From an optimization exercise on the open Yosys and OpenROAD flow, aimed at small area, a short achievable clock period and few clock cycles per item; shortcuts taken in it are not production practice.
In this exercise RTL edits were held to simulation tests only and were not proved equivalent to the original.

==> inputs of 09-20 <==
==> flow/design.v (excerpt) <==
module block_quantizer (
	input  logic        clk,
	input  logic        arst_n,
	input  logic [95:0] in_row,
	input  logic        in_valid,
	output logic        in_ready,
	output logic [96:0] out_beat,
	output logic        out_valid,
	input  logic        out_ready
);
	logic go;
	logic c1, c2, e1;
	logic rdy, ovl;
	logic c1_n, c2_n;
	logic push, pop;
	logic [2:0] row_cnt;
	assign go = !c2;
	assign in_ready = rdy;
	always_ff @(posedge clk or negedge arst_n)
	begin
		if (!arst_n)
			row_cnt <= '0;
		else if (in_valid && go)
			row_cnt <= row_cnt + 3'd1;
	end
	logic v0;
	logic [2:0] r0;
	logic [95:0] x0;
	always_ff @(posedge clk or negedge arst_n)
	begin
		if (!arst_n)
			v0 <= 1'b0;
		else if (go)
			v0 <= in_valid;
	end
	always_ff @(posedge clk)
	begin
		if (go)
		begin
			x0 <= in_row;
			r0 <= row_cnt;
		end
	end
	logic [8:0] q0;
	qlane0 i_lane0 (.r(r0), .x(x0[11:0]), .q(q0));
	logic [8:0] q1;
	qlane1 i_lane1 (.r(r0), .x(x0[23:12]), .q(q1));
	logic [8:0] q2;
	qlane2 i_lane2 (.r(r0), .x(x0[35:24]), .q(q2));
	logic [8:0] q3;
  ...
==> module block_quantizer, before the edit <==
module block_quantizer (
	input  logic        clk,
	input  logic        arst_n,
	input  logic [95:0] in_row,
	input  logic        in_valid,
	output logic        in_ready,
	output logic [96:0] out_beat,
	output logic        out_valid,
	input  logic        out_ready
);
	logic go;
	logic c1, c2, e1;
	logic rdy, ovl;
	logic c1_n, c2_n;
	logic push, pop;
	logic [2:0] row_cnt;
	assign go = !c2;
	assign in_ready = rdy;
	always_ff @(posedge clk or negedge arst_n)
	begin
		if (!arst_n)
			row_cnt <= '0;
		else if (in_valid && go)
			row_cnt <= row_cnt + 3'd1;
	end
	logic v0;
	logic [2:0] r0;
	logic [95:0] x0;
	always_ff @(posedge clk or negedge arst_n)
	begin
		if (!arst_n)
			v0 <= 1'b0;
		else if (go)
			v0 <= in_valid;
	end
	always_ff @(posedge clk)
	begin
		if (go)
		begin
			x0 <= in_row;
			r0 <= row_cnt;
		end
	end
	logic [8:0] q0;
	qlane0 i_lane0 (.r(r0), .x(x0[11:0]), .q(q0));
	logic [8:0] q1;
	qlane1 i_lane1 (.r(r0), .x(x0[23:12]), .q(q1));
	logic [8:0] q2;
	qlane2 i_lane2 (.r(r0), .x(x0[35:24]), .q(q2));
	logic [8:0] q3;
	qlane3 i_lane3 (.r(r0), .x(x0[47:36]), .q(q3));
	logic [8:0] q4;
	qlane4 i_lane4 (.r(r0), .x(x0[59:48]), .q(q4));
	logic [8:0] q5;
	qlane5 i_lane5 (.r(r0), .x(x0[71:60]), .q(q5));
	logic [8:0] q6;
	qlane6 i_lane6 (.r(r0), .x(x0[83:72]), .q(q6));
	logic [8:0] q7;
	qlane7 i_lane7 (.r(r0), .x(x0[95:84]), .q(q7));
	logic [64:0] res;
	assign res = {q7[6:0], q6[6:0], q5[6:0], q4[7:0], q3[7:0], q2[8:0], q1[8:0], q0[8:0], (r0 == 3'd7)};
	assign push = go && v0;
	assign pop = c1 && out_ready;
	logic [64:0] ob;
	logic [64:0] sk;
	always_ff @(posedge clk or negedge arst_n)
	begin
		if (!arst_n)
		begin
			e1 <= 1'b1;
			c2 <= 1'b0;
		end
		else
		begin
			e1 <= !c1_n;
			c2 <= c2_n;
		end
	end
	assign c1 = !e1;
	assign c1_n = push || c2 || (c1 && !pop);
	assign c2_n = (c1 && push && !pop) || (c2 && !pop);
	always_ff @(posedge clk or negedge arst_n)
	begin
		if (!arst_n)
		begin
			rdy <= 1'b1;
			ovl <= 1'b0;
		end
		else
		begin
			rdy <= !c2_n;
			ovl <= c1_n;
		end
	end
	always_ff @(posedge clk)
	begin
		if (out_ready || !c1)
			ob <= c2 ? sk : res;
		if (c1 && !c2)
			sk <= res;
	end
	assign out_valid = ovl;
	assign out_beat = {{5{ob[64]}}, ob[64:58], {5{ob[57]}}, ob[57:51], {5{ob[50]}}, ob[50:44], {4{ob[43]}}, ob[43:36], {4{ob[35]}}, ob[35:28], {3{ob[27]}}, ob[27:19], {3{ob[18]}}, ob[18:10], {3{ob[9]}}, ob[9:1], ob[0]};
endmodule
==> flow/config.mk <==
export PLATFORM = sky130hd
export DESIGN_NAME = block_quantizer
export DESIGN_NICKNAME = block_quantizer
export VERILOG_FILES = /design/flow/design.v
export SDC_FILE = /design/flow/constraint.sdc
export NUM_CORES = 4
export LEC_CHECK = 0
export ABC_AREA = 1
export CAP_MARGIN = 20
export CORE_MARGIN = 2
export CORE_UTILIZATION = 60
export SLEW_MARGIN = 20
export SETUP_SLACK_MARGIN = 17.8
==> flow/constraint.sdc <==
create_clock -name core_clock -period 24.0 [get_ports {clk}]
set_input_delay 4.8000 -clock core_clock [delete_from_list [all_inputs] [get_ports {clk}]]
set_output_delay 4.8000 -clock core_clock [all_outputs]
set_load 0.01 [all_outputs]
standard.sh (not shown) runs the stock make flow with config.mk's settings and CLKGATE_MAP_FILE= SYNTH_SCRIPT=/design/flow/synth_recipe.tcl, a recipe that flattens the netlist after the stock synthesis.
==> flow/flow/run.sh <==
#!/bin/bash
# The standard layout (standard synthesis included), with two changes:
#  - after synthesis, flow/polarity.py removes inverters around full adders
#    (full adders are self-dual, so inverting all three inputs inverts both
#    outputs); flip-flops and the function are unchanged;
#  - ORFS's repair_timing is asked to leave extra setup slack, so that the
#    achieved period shrinks. The SDC is the standard flow's.
set -e
cd "$(dirname "$0")/.."
W=$PWD
R=$W/orfs/results/sky130hd/block_quantizer/base
echo "export SETUP_SLACK_MARGIN = 17.8" >> config.mk
bash standard.sh $R/1_2_yosys.v > synth.log 2>&1
cp $R/1_2_yosys.v $W/1_2_yosys.standard.v
python3 flow/polarity.py $W/1_2_yosys.standard.v $R/1_2_yosys.v > polarity.log 2>&1
bash standard.sh > standard.log 2>&1
Other scripts of this flow, unchanged in this note and not shown: flow/flow/polarity.py
==> inputs of 10-09, as changes to 09-20 <==
--- a/flow/design.v
+++ b/flow/design.v
@@ -2513,13 +2513,20 @@
 			ovl <= c1_n;
 		end
 	end
+	logic [7:0] obn;
 	always_ff @(posedge clk)
 	begin
 		if (out_ready || !c1)
+		begin
 			ob <= c2 ? sk : res;
+			obn <= ~(c2 ? sgn_sk : sgn_res);
+		end
 		if (c1 && !c2)
 			sk <= res;
 	end
 	assign out_valid = ovl;
-	assign out_beat = {{5{ob[64]}}, ob[64:58], {5{ob[57]}}, ob[57:51], {5{ob[50]}}, ob[50:44], {4{ob[43]}}, ob[43:36], {4{ob[35]}}, ob[35:28], {3{ob[27]}}, ob[27:19], {3{ob[18]}}, ob[18:10], {3{ob[9]}}, ob[9:1], ob[0]};
+	logic [7:0] sgn_sk, sgn_res;
+	assign sgn_sk = {sk[64], sk[57], sk[50], sk[43], sk[35], sk[27], sk[18], sk[9]};
+	assign sgn_res = {res[64], res[57], res[50], res[43], res[35], res[27], res[18], res[9]};
+	assign out_beat = {{{3{~obn[7]}}, {2{ob[64]}}, ob[64:58]}, {{3{~obn[6]}}, {2{ob[57]}}, ob[57:51]}, {{3{~obn[5]}}, {2{ob[50]}}, ob[50:44]}, {{2{~obn[4]}}, {2{ob[43]}}, ob[43:36]}, {{2{~obn[3]}}, {2{ob[35]}}, ob[35:28]}, {{2{~obn[2]}}, {1{ob[27]}}, ob[27:19]}, {{2{~obn[1]}}, {1{ob[18]}}, ob[18:10]}, {{2{~obn[0]}}, {1{ob[9]}}, ob[9:1]}, ob[0]};
 endmodule
==> summary of the runs <==
- In 10-09 the wire length is higher than in 09-20, by 6.2%.
- Global-route usage: 10-09 is higher than 09-20 (2.2 points).
- Hold slack: 10-09 is higher than 09-20 (0.99 ps).
- 10-09 produced a clean layout. 09-20 produced a clean layout.
- Between 10-09 and 09-20, the lower cell count is in 09-20 (gap about 2.5%, measured against 09-20).
- Against 10-09, the first-iteration DRC count of 09-20 is smaller by about 2.5%.
Testbench counts of 09-20, summed over its fixed seeds: cycles 8,208, rows 8,192.
Testbench counts of 10-09, summed over its fixed seeds: cycles 8,208, rows 8,192.

==> separate check: timing with driven ports <==
The flow's constraints put no driver on any port. The routed layouts listed below were extracted and timed again, unchanged, in two steps. Step 1 (the two cells are an assumption about what drives the block):
set clk [get_ports {clk}]
set_driving_cell -lib_cell sky130_fd_sc_hd__clkbuf_16 $clk
set_driving_cell -lib_cell sky130_fd_sc_hd__buf_2 [delete_from_list [all_inputs] $clk]
Step 2, shift: input delay + t, output delay - t, t = (earliest + latest rising clock arrival at the registers) / 2. This alone moves slack from input paths to output paths. Three values: no drivers, after step 1, after step 2; two values: the first two.
| run | shift t [ns] | setup slack, ns | hold WS [ns] | worst setup path after step 2 | pins driven straight from the clock port |
|---|---|---|---|---|---|
| 09-20 | 0.637 | 17.766 / 17.701 / 17.301 | 0.408 / 0.408 / 0.408 | input to register | 1 |
| 10-09 | 0.659 | 17.796 / 17.734 / 17.515 | 0.409 / 0.409 / 0.409 | input to register | 1 |
After both steps setup and hold are still met in every run listed. For 09-20, which loses most, drivers alone change the setup slack by -0.065 ns; drivers and shift together by -0.465 ns.
